This is an optimization exercise on Yosys and OpenROAD, whose aim is small area, a short achievable clock period and few clock cycles, not a production implementation.
Only simulation tests tie the RTL to the original design; equivalence was not proved.
Power and IR drop assume default switching activity.

[flow/design.v]
package mipsPkg;
    typedef struct packed {
        logic [6-1:0]   opcode;
        logic [5-1:0] rs;
        logic [5-1:0] rt;
        logic [5-1:0] rd;
        logic [4:0]              shamt;
        logic [6-1:0]   funct;
    } rType;
    typedef struct packed {
        logic [6-1:0]   opcode;
        logic [5-1:0] rs;
        logic [5-1:0] rt;
        logic [16-1:0]  imm;
    } iType;
    typedef union packed {
        rType rFields;
        iType iFields;
    } instrWord;
    typedef struct packed {
        logic [1:0] aluOp;       
        logic       aluSrc;      
        logic       iFormat;     
        logic       sftmd;       
        logic       jr;
        logic       branch;
        logic       regWrite;
        logic       regDst;      
        logic       illegal;
    } aluCtrl;
    typedef struct packed {
        logic                    psel;
        logic                    penable;
        logic                    pwrite;
        logic [12-1:0]  paddr;
        logic [32-1:0] pwdata;
    } apbReq;
    typedef struct packed {
        logic [32-1:0] prdata;
        logic                    pready;
        logic                    pslverr;
    } apbRsp;
    typedef struct packed {
        logic                    en;
        logic [5-1:0] addr;
        logic [32-1:0] data;
    } rfWrite;
endpackage
`timescale 1ns/1ps
module controlUnit (
    input  mipsPkg::instrWord instr,
    output mipsPkg::aluCtrl   ctrl,
    output logic [31:0]       immExt
);
    logic [5:0]  opcode;
    logic [5:0]  funct;
    logic [15:0] imm;
    logic        rFormat;
    logic        iFormat;
    logic        isBranch;
    logic        isJr;
    logic        rLegal;
    logic        zeroExt;
    assign opcode = instr.iFields.opcode;
    assign funct  = instr.rFields.funct;
    assign imm    = instr.iFields.imm;
    assign rFormat  = (opcode == 6'b000000);
    assign iFormat  = (opcode[5:3] == 3'b001);      
    assign isBranch = (opcode[5:1] == 5'b00010);    
    assign isJr     = rFormat & (funct == 6'b001000);
    assign rLegal = (funct == 6'b000000)         
                  | (funct == 6'b000010)         
                  | (funct == 6'b000011)         
                  | (funct == 6'b000100)         
                  | (funct == 6'b000110)         
                  | (funct == 6'b000111)         
                  | (funct == 6'b001000)         
                  | (funct[5:3] == 3'b100)       
                  | (funct == 6'b101010)         
                  | (funct == 6'b101011);        
    always_comb begin
        ctrl.aluOp    = {rFormat | iFormat, isBranch};
        ctrl.aluSrc   = iFormat;
        ctrl.iFormat  = iFormat;
        ctrl.sftmd    = rFormat & (funct[5:3] == 3'b000);
        ctrl.jr       = isJr;
        ctrl.branch   = isBranch;
        ctrl.regWrite = (rFormat & ~isJr) | iFormat;
        ctrl.regDst   = rFormat;
        ctrl.illegal  = ~((rFormat & rLegal) | iFormat | isBranch);
    end
    assign zeroExt = (opcode[5:2] == 4'b0011);
    assign immExt = zeroExt ? {16'h0000, imm} : {{16{imm[15]}}, imm};
endmodule
`timescale 1ns/1ps
module registerFile (
    input  logic           clock,
    input  logic           rst,
    input  logic [4:0]     rs,
    input  logic [4:0]     rt,
    input  logic [4:0]     winAddr,
    output logic [31:0]    rsData,
    output logic [31:0]    rtData,
    output logic [31:0]    winData,
    input  mipsPkg::rfWrite wr
);
    logic [31:0] regs [32];
    always_ff @(posedge clock) begin
        if (rst) begin
            for (int i = 0; i < 32; i++) begin
                regs[i] <= '0;
            end
        end else if (wr.en && (wr.addr != 5'd0)) begin   
            regs[wr.addr] <= wr.data;
        end
    end
    assign rsData  = (rs == 5'd0) ? '0 : regs[rs];
    assign rtData  = (rt == 5'd0) ? '0 : regs[rt];
    assign winData = (winAddr == 5'd0) ? '0 : regs[winAddr];
endmodule
`timescale 1ns/1ps
module alu (
    input  logic [31:0]       readData1,
    input  logic [31:0]       readData2,
    input  logic [31:0]       immExt,
    input  logic [31:0]       pcPlus4,
    input  mipsPkg::instrWord instr,
    input  mipsPkg::aluCtrl   ctrl,
    output logic [31:0]       aluResult,
    output logic [31:0]       addrResult,
    output logic              zero
);
    logic [31:0] aInput;
    logic [31:0] bInput;
    logic [31:0] diff;
    logic [31:0] opResult;
    logic [31:0] shiftResult;
    logic [5:0]  exeCode;
    logic [2:0]  aluCtl;
    logic [4:0]  shiftAmt;
    logic        isSet;
    logic        setResult;
    assign aInput = readData1;
    assign bInput = ctrl.aluSrc ? immExt : readData2;
    assign diff   = aInput - bInput;
    assign exeCode = ctrl.iFormat ? {3'b000, instr.iFields.opcode[2:0]}
                                  : instr.rFields.funct;
    assign aluCtl[0] = (exeCode[0] | exeCode[3]) & ctrl.aluOp[1];
    assign aluCtl[1] = ~exeCode[2] | ~ctrl.aluOp[1];
    assign aluCtl[2] = (exeCode[1] & ctrl.aluOp[1]) | ctrl.aluOp[0];
    assign isSet     = ctrl.aluOp[1] & (ctrl.iFormat | exeCode[3]);
    assign setResult = exeCode[0] ? (aInput < bInput)
                                  : ($signed(aInput) < $signed(bInput));
    always_comb begin
        case (aluCtl)
            3'b000: opResult = aInput & bInput;
            3'b001: opResult = aInput | bInput;
            3'b010, 3'b011: opResult = aInput + bInput;   
            3'b100: opResult = aInput ^ bInput;
            3'b101: opResult = ctrl.iFormat ? {bInput[15:0], 16'h0000}     
                                            : ~(aInput | bInput);          
            default: begin
                if (isSet) begin
                    opResult = {31'd0, setResult};
                end else begin
                    opResult = diff;   
                end
            end
        endcase
    end
    assign shiftAmt = instr.rFields.funct[2] ? readData1[4:0] : instr.rFields.shamt;
    always_comb begin
        case (instr.rFields.funct[1:0])
            2'b00:   shiftResult = bInput << shiftAmt;
            2'b10:   shiftResult = bInput >> shiftAmt;
            2'b11:   shiftResult = $signed(bInput) >>> shiftAmt;   
            default: shiftResult = bInput;
        endcase
    end
    assign aluResult = ctrl.sftmd ? shiftResult : opResult;
    assign zero = ctrl.branch ? (diff == 32'd0) : (aluResult == 32'd0);
    assign addrResult = ctrl.jr ? readData1 : pcPlus4 + {immExt[29:0], 2'b00};
endmodule
`timescale 1ns/1ps
module execRegs (
    input  logic              clock,
    input  logic              rst,
    input  mipsPkg::apbReq    apbIn,
    output mipsPkg::apbRsp    apbOut,
    output mipsPkg::instrWord instr,
    output logic [31:0]       pcPlus4,
    input  mipsPkg::aluCtrl   ctrl,
    input  logic [31:0]       aluResult,
    input  logic [31:0]       addrResult,
    input  logic              zero,
    output logic [4:0]        rfRdAddr,
    input  logic [31:0]       rfRdData,
    output mipsPkg::rfWrite   rfWr
);
    logic [11:0] winOffset;
    logic        access;
    logic        ready;
    logic        done;
    logic        instrWr;
    logic        execPhase;    
    logic        execDone;
    logic        inWindow;
    logic        isInstr;
    logic        isPc;
    logic        isResult;
    logic        isAddr;
    logic        isStatus;
    logic        readOnly;
    logic        addrErr;
    logic        branchTaken;
    logic [31:0] resultReg;
    logic [31:0] addrReg;
    logic [3:0]  statusReg;
    mipsPkg::rfWrite winWr;
    mipsPkg::rfWrite wbWr;
    assign access    = apbIn.psel & apbIn.penable;
    assign winOffset = apbIn.paddr - 12'h000;
    assign inWindow  = (winOffset < 12'(32 * 4)) & (winOffset[1:0] == 2'b00);
    assign isInstr   = (apbIn.paddr == 12'h080);
    assign isPc      = (apbIn.paddr == 12'h084);
    assign isResult  = (apbIn.paddr == 12'h088);
    assign isAddr    = (apbIn.paddr == 12'h08C);
    assign isStatus  = (apbIn.paddr == 12'h090);
    assign readOnly  = isResult | isAddr | isStatus;
    assign addrErr   = ~(inWindow | isInstr | isPc | readOnly) | (apbIn.pwrite & readOnly);
    assign instrWr  = access & apbIn.pwrite & isInstr;
    assign ready    = ~(instrWr & ~execPhase);
    assign done     = access & ready;
    assign execDone = instrWr & execPhase;
    assign branchTaken = ctrl.branch & ~ctrl.illegal & (instr.iFields.opcode[0] ^ zero);
    always_comb begin
        apbOut.pready  = ready;
        apbOut.pslverr = done & (addrErr | (execDone & ctrl.illegal));
        if (inWindow) begin
            apbOut.prdata = rfRdData;
        end else if (isInstr) begin
            apbOut.prdata = instr;
        end else if (isPc) begin
            apbOut.prdata = pcPlus4;
        end else if (isResult) begin
            apbOut.prdata = resultReg;
        end else if (isAddr) begin
            apbOut.prdata = addrReg;
        end else if (isStatus) begin
            apbOut.prdata = {28'd0, statusReg};
        end else begin
            apbOut.prdata = '0;
        end
    end
    assign rfRdAddr = winOffset[6:2];
    always_comb begin
        winWr.en   = done & apbIn.pwrite & inWindow;
        winWr.addr = winOffset[6:2];
        winWr.data = apbIn.pwdata;
        wbWr.en    = execDone & ctrl.regWrite & ~ctrl.illegal & ~ctrl.branch & ~ctrl.jr;
        wbWr.addr  = ctrl.regDst ? instr.rFields.rd : instr.rFields.rt;
        wbWr.data  = aluResult;
    end
    assign rfWr = wbWr.en ? wbWr : winWr;
    always_ff @(posedge clock) begin
        if (rst) begin
            execPhase <= 1'b0;
            instr     <= '0;
            pcPlus4   <= '0;
            statusReg <= '0;
        end else begin
            execPhase <= instrWr & ~execPhase;
            if (instrWr & ~execPhase) begin
                instr <= apbIn.pwdata;   
            end
            if (done & apbIn.pwrite & isPc) begin
                pcPlus4 <= apbIn.pwdata;
            end
            if (execDone) begin
                statusReg <= {branchTaken, ctrl.illegal,
                              ctrl.jr & ~ctrl.illegal, zero & ~ctrl.illegal};
            end
        end
    end
    always_ff @(posedge clock) begin
        if (execDone & ~ctrl.illegal) begin
            resultReg <= aluResult;
            addrReg   <= addrResult;
        end
    end
endmodule
`timescale 1ns/1ps
module execTop (
    input  logic           clock,
    input  logic           rst,
    input  mipsPkg::apbReq apbIn,
    output mipsPkg::apbRsp apbOut
);
    mipsPkg::instrWord instr;
    mipsPkg::aluCtrl   ctrl;
    mipsPkg::rfWrite   rfWr;
    logic [31:0] pcPlus4;
    logic [31:0] immExt;
    logic [31:0] aluResult;
    logic [31:0] addrResult;
    logic [31:0] rsData;
    logic [31:0] rtData;
    logic [31:0] rfRdData;
    logic [4:0]  rfRdAddr;
    logic        zero;
    execRegs u_execRegs (
        .clock(clock), .rst(rst), .apbIn(apbIn), .apbOut(apbOut),
        .instr(instr), .pcPlus4(pcPlus4), .ctrl(ctrl),
        .aluResult(aluResult), .addrResult(addrResult), .zero(zero),
        .rfRdAddr(rfRdAddr), .rfRdData(rfRdData), .rfWr(rfWr)
    );
    controlUnit u_controlUnit (.instr(instr), .ctrl(ctrl), .immExt(immExt));
    registerFile u_registerFile (
        .clock(clock), .rst(rst),
        .rs(instr.rFields.rs), .rt(instr.rFields.rt), .winAddr(rfRdAddr),
        .rsData(rsData), .rtData(rtData), .winData(rfRdData), .wr(rfWr)
    );
    alu u_alu (
        .readData1(rsData), .readData2(rtData), .immExt(immExt), .pcPlus4(pcPlus4),
        .instr(instr), .ctrl(ctrl),
        .aluResult(aluResult), .addrResult(addrResult), .zero(zero)
    );
endmodule
`timescale 1ns/1ps
module execApb (
    input  logic        clock,
    input  logic        rst,
    input  logic        psel,
    input  logic        penable,
    input  logic        pwrite,
    input  logic [11:0] paddr,
    input  logic [31:0] pwdata,
    output logic [31:0] prdata,
    output logic        pready,
    output logic        pslverr
);
    mipsPkg::apbReq apbIn;
    mipsPkg::apbRsp apbOut;
    assign apbIn.psel    = psel;
    assign apbIn.penable = penable;
    assign apbIn.pwrite  = pwrite;
    assign apbIn.paddr   = paddr;
    assign apbIn.pwdata  = pwdata;
    assign prdata  = apbOut.prdata;
    assign pready  = apbOut.pready;
    assign pslverr = apbOut.pslverr;
    execTop u_execTop (.clock(clock), .rst(rst), .apbIn(apbIn), .apbOut(apbOut));
endmodule
[flow/run.sh]
#!/bin/bash
# synth_recipe.tcl (not shown) runs the flow's synth.tcl, then flattens the netlist and writes it again
# the make line also repeats each setting of config.mk as NAME=value (left out here)
make -C /OpenROAD-flow-scripts/flow DESIGN_CONFIG=/design/flow/config.mk WORK_HOME=/design/flow/orfs CLKGATE_MAP_FILE= SYNTH_SCRIPT=/design/flow/synth_recipe.tcl finish
[flow/config.mk]
export PLATFORM = sky130hd
export DESIGN_NAME = execApb
export DESIGN_NICKNAME = execApb
export VERILOG_FILES = /design/flow/design.v
export SDC_FILE = /design/flow/constraint.sdc
export NUM_CORES = 4
export LEC_CHECK = 0
export CAP_MARGIN = 20
export CORE_MARGIN = 2
export CORE_UTILIZATION = 40
export SLEW_MARGIN = 20
[flow/constraint.sdc]
create_clock -name core_clock -period 10.0 [get_ports {clock}]
set_input_delay 2.0000 -clock core_clock [delete_from_list [all_inputs] [get_ports {clock}]]
set_output_delay 2.0000 -clock core_clock [all_outputs]
set_load 0.01 [all_outputs]
==> key figures <==
GRT
  – Total gr overflow: 0
  – Initial antenna violation count: 12
  – Pin count of the biggest net entering global routing: 112
  – Vias in the first global route: 63.3k
  – First-pass GRT wire length: 510000 um
  – GRT Overall Usage: 36.8%

Critical path
  – Worst setup SP type: flip-flop
  – Internal reg-to-reg setup slack: 1150 ps
  – Worst r2r dst: u_execTop.u_execRegs.statusReg[3]$_SDFFE_PP0P_
  – Kind of end point of the critical path: flip-flop
  – Worst Path Max Fanout: 16
  – CP Class: reg -> reg
  – CP Data Required Time: 10680 ps
  – WP data arrival: 9530 ps
  – Reg2reg path depth: 23

Power
  – Seq pwr share: 50.2%
  – Leak: 0.0286 uW
  – Combinational share of power: 9.8%
  – Int Pwr: 8500 uW
  – Clock power frac: 40.0%
  – Cell Pwr Density: 130 mW/mm2
  – Maximum vdd drop: 0.158 mV
  – Switching pwr: 2880 uW
  – Sw frac: 25.3%
  – Total Power: 11400 uW

Clock network
  – H-tree depth: 3
  – Reg clk slew, reported paths: 60 ps
  – CTS tree: yes
  – Num CTS Buffers: 120
  – Hold buffers post-CTS: 0
  – Root Driver: clkbuf_16
  – CTS Buffer Depth: 3
  – Worst skew pair latency: 820 ps
  – # resized after CTS: 0
  – Clk sinks: 1167
  – Postcts setup bufs: 0

Detailed routing
  – Antenna-violating nets left: 0
  – First-pass iteration count of the detailed router: 10
  – Iteration-0 DRC Markers: 11.3k
  – Routed vias: 66.0k
  – Wire length per cell: 40.6 um
  – Mean number of vias per cell: 7.15
  – Final wirelength: 375000 um
  – Residual DRC: 0

Placed design
  – I/O Buffers: 82
  – Gpl congestion: 1.03
  – DP Wirelength: 245000 um
  – DP Cell Count: 8982

STA
  – FMAX: 113 MHz
  – Min Tclk post-route: 8850 ps
  – Max_slew headroom: 15.7%
  – Max-slew violations: 0
  – Max Clock Skew: 54.1 ps
  – Hold Violations, Final: 0
  – RSZ-0062 raised after global routing: no
  – Worst-Margin Slew: 1250 ps
  – Part of the cycle the worst path needs: 88.5%
  – Setup TNS: 0 ps
  – Final setup vio count: 0
  – Hold WS: 466 ps

Run status
  – Status: no timing/DRC/antenna violations

Final layout
  – Layout Nets: 6664
  – Most common cell after layout, fill and taps aside: nor2_1
  – Fin cells: 9224
  – Synth-to-Final Area Change: 11.3%
  – Share of layout cells above drive strength 1: 23.8%
  – Most frequent cells in the layout: nor2_1, edfxtp_1, mux4_2, nand2_1, a21oi_1
  – Final Core Density: 44.9%
  – Fillers: 17.6k

Synth
  – Area contributors post-synth: edfxtp_1, mux4_2, nor2_1
  – Unique cell type count in the Yosys netlist: 100
  – Post-Synthesis Cells: 6587
  – Synth warnings: 4
  – FFs w/ async S/R, synth: 0%
  – Netlist Area Pre-Place: 0.0787 mm2
  – Area leader, netlist: edfxtp_1
  – Register area share after synthesis: 43.5%
  – EDFF count, synth: 1088
  – Yosys reg bits: 1167
  – Yosys top cell area share: 41.5%
  – Synthesized area per cell: 12.0 um2
  – Dominant synthesized flop cell: edfxtp_1

Floorplan
  – Die Height: 448 um
  – Site Rows: 162
  – Die width: 448 um
  – Core area: 0.195 mm2
  – Starting Density: 40.3%
  – Ports: 83
  – Die ar.: 0.200 mm2

Run
  – Max-cap violations: 0

Hold path
  – Worst hold stages: 2
  – Worst hold path class: reg -> reg
  – Hold Path End: u_execTop.u_execRegs.statusReg[2]$_SDFFE_PP0P_
  – Min-delay src: u_execTop.u_execRegs.statusReg[2]$_SDFFE_PP0P_
-- synth_stat cells, types with 15 or more instances --
master    number
nor3_1        93
nand2b_1      51
dfxtp_1       79
a32oi_1       17
buf_4         16
nor2b_1       25
a21o_1        20
a221oi_1      28
or3_1         15
buf_2         56
inv_1        124
buf_1        101
nor4_1        22
nor2_1      1249
o31ai_1       21
clkbuf_1     439
nand2_1      513
buf_6         20
o21ai_0      169
o22ai_1       58
xnor2_1       39
mux2i_1      275
mux4_2       851
o221ai_1      29
a22o_1        26
a22oi_1       81
ha_1         125
a221o_1       18
nand3b_1      15
nand3_1       89
or2_2         16
nand4_1       19
a211oi_1      65
edfxtp_1    1088
mux2_2        44
o21bai_1      20
a211o_1       20
a21oi_1      311
o211ai_1      32
and2_1        26
a31oi_1       32
-- critical path, stage by stage (launching register included) --
cell       delay [ps]
dfxtp_2           600
buf_4             310
nand2b_1          860
o22ai_1           140
a211oi_1          990
a21boi_2           80
buf_4             220
ha_1              240
or3_1             370
a211o_1           290
a31o_2            280
a41o_1            340
a211o_1           370
a311oi_1          890
o21ai_0           160
a21oi_1           310
o221ai_1          170
a2111oi_0         490
a311oi_2          210
or4_1             550
nor4_1            260
nand2_1           150
and3_1            170
a221o_1           250
-- power groups by stage --
stage | clock (uW) | combinational (uW) | sequential [uW]
after floorplan | 0 | 657 | 5740
after global placement | 0 | 1050 | 5780
after detailed placement | 0 | 1060 | 5800
after CTS | 4540 | 1060 | 5700
after global routing | 4720 | 1120 | 5730
final | 4550 | 1110 | 5710
-- layer usage --
layer	track usage, %	vias to the layer above	part of all wire (%)
li1	-	25400	-
met5	0.513	-	0.056
met2	54.7	5909	44
met4	29.9	18	9.8
met3	12.0	1531	14
met1	43.7	33200	33
-- cells by family (layout without fill, tap and decap cells) --
family	count (synthesis)	count (layout)	synth area share [%]
compound gates	1122	1122	9.73
xor+xnor	52	52	0.578
fa+ha+maj	128	128	2.06
buf+inv	760	728	3.98
flops	1167	1167	43.5
mux	1173	1173	28.6
other cells	1	46	0.00476
simple gates	2184	2184	11.6
-- registers in the layout, summed over array words and instances (netlist names), named ones only --
register and flops:
u_execTop.u_execRegs.addrReg 32, u_execTop.u_execRegs.statusReg 4, u_execTop.u_registerFile.regs 1024, u_execTop.u_execRegs.pcPlus4 32
u_execTop.u_execRegs.execPhase 1, u_execTop.u_execRegs.instr 32, u_execTop.u_execRegs.resultReg 32
-- stage by stage --
step | cell area (um2) | worst slack, ps
3_5_place_dp | 83500 | 1510
2_1_floorplan | 78900 | 637
3_3_place_gp | 83400 | 989
5_1_grt | 87600 | 827
6_report | 87600 | 1150
4_1_cts | 87400 | 1470
-- worst max path at each step --
stage,from,to,slack [ps],cells past startpoint
after floorplan,paddr[6],u_execTop.u_registerFile.regs[12][0]$_SDFFCE_PN0P_,640,13
after global placement,flip-flop,u_execTop.u_registerFile.regs[19][31]$_SDFFCE_PN0P_,990,21
after detailed placement,flip-flop,u_execTop.u_execRegs.statusReg[3]$_SDFFE_PP0P_,1510,23
after CTS,flip-flop,u_execTop.u_execRegs.statusReg[3]$_SDFFE_PP0P_,1470,23
after global routing,flip-flop,u_execTop.u_execRegs.statusReg[3]$_SDFFE_PP0P_,830,24
final,flip-flop,u_execTop.u_execRegs.statusReg[3]$_SDFFE_PP0P_,1150,23
-- area by class of cell --
type                       instances  area (um2)  share of cell area [%]
antenna                           14        35.0                  0.0400
clock inverter                    60         492                   0.561
sequential                      1167       34300                    39.1
tap                             2624        3280                    3.75
multi-input combinational       4691       42100                    48.1
inverter                         128         480                   0.548
clock buffer                     161        3340                    3.82
timing repair buffer             379        3580                    4.08
Testbench counts, summed over its fixed seeds: cycles 62,624.

-- static timing again, ports no longer ideal --
Ports are ideal in the flow. The routed layout listed here was re-timed in OpenROAD. Step 1 assumes that a clkbuf_16 drives the clock port and a buf_2 every other input. Step 2, shift: input delay + t, output delay - t, t = (earliest + latest rising clock arrival at the registers) / 2. This alone moves slack from input paths to output paths. Three values: ideal, step 1, step 2; two values: the first two.
t, ns: 0.877
setup WS [ns]: 1.149 / 1.149 / 1.149
worst setup path at the end: register to register
worst register clock-pin slew, ns: 0.07 / 0.07
worst data-port slew with drivers (ns): 0.06
After both steps this run still meets setup and hold. For this run, drivers alone change the setup slack by 0.000 ns; drivers and shift together by 0.000 ns.
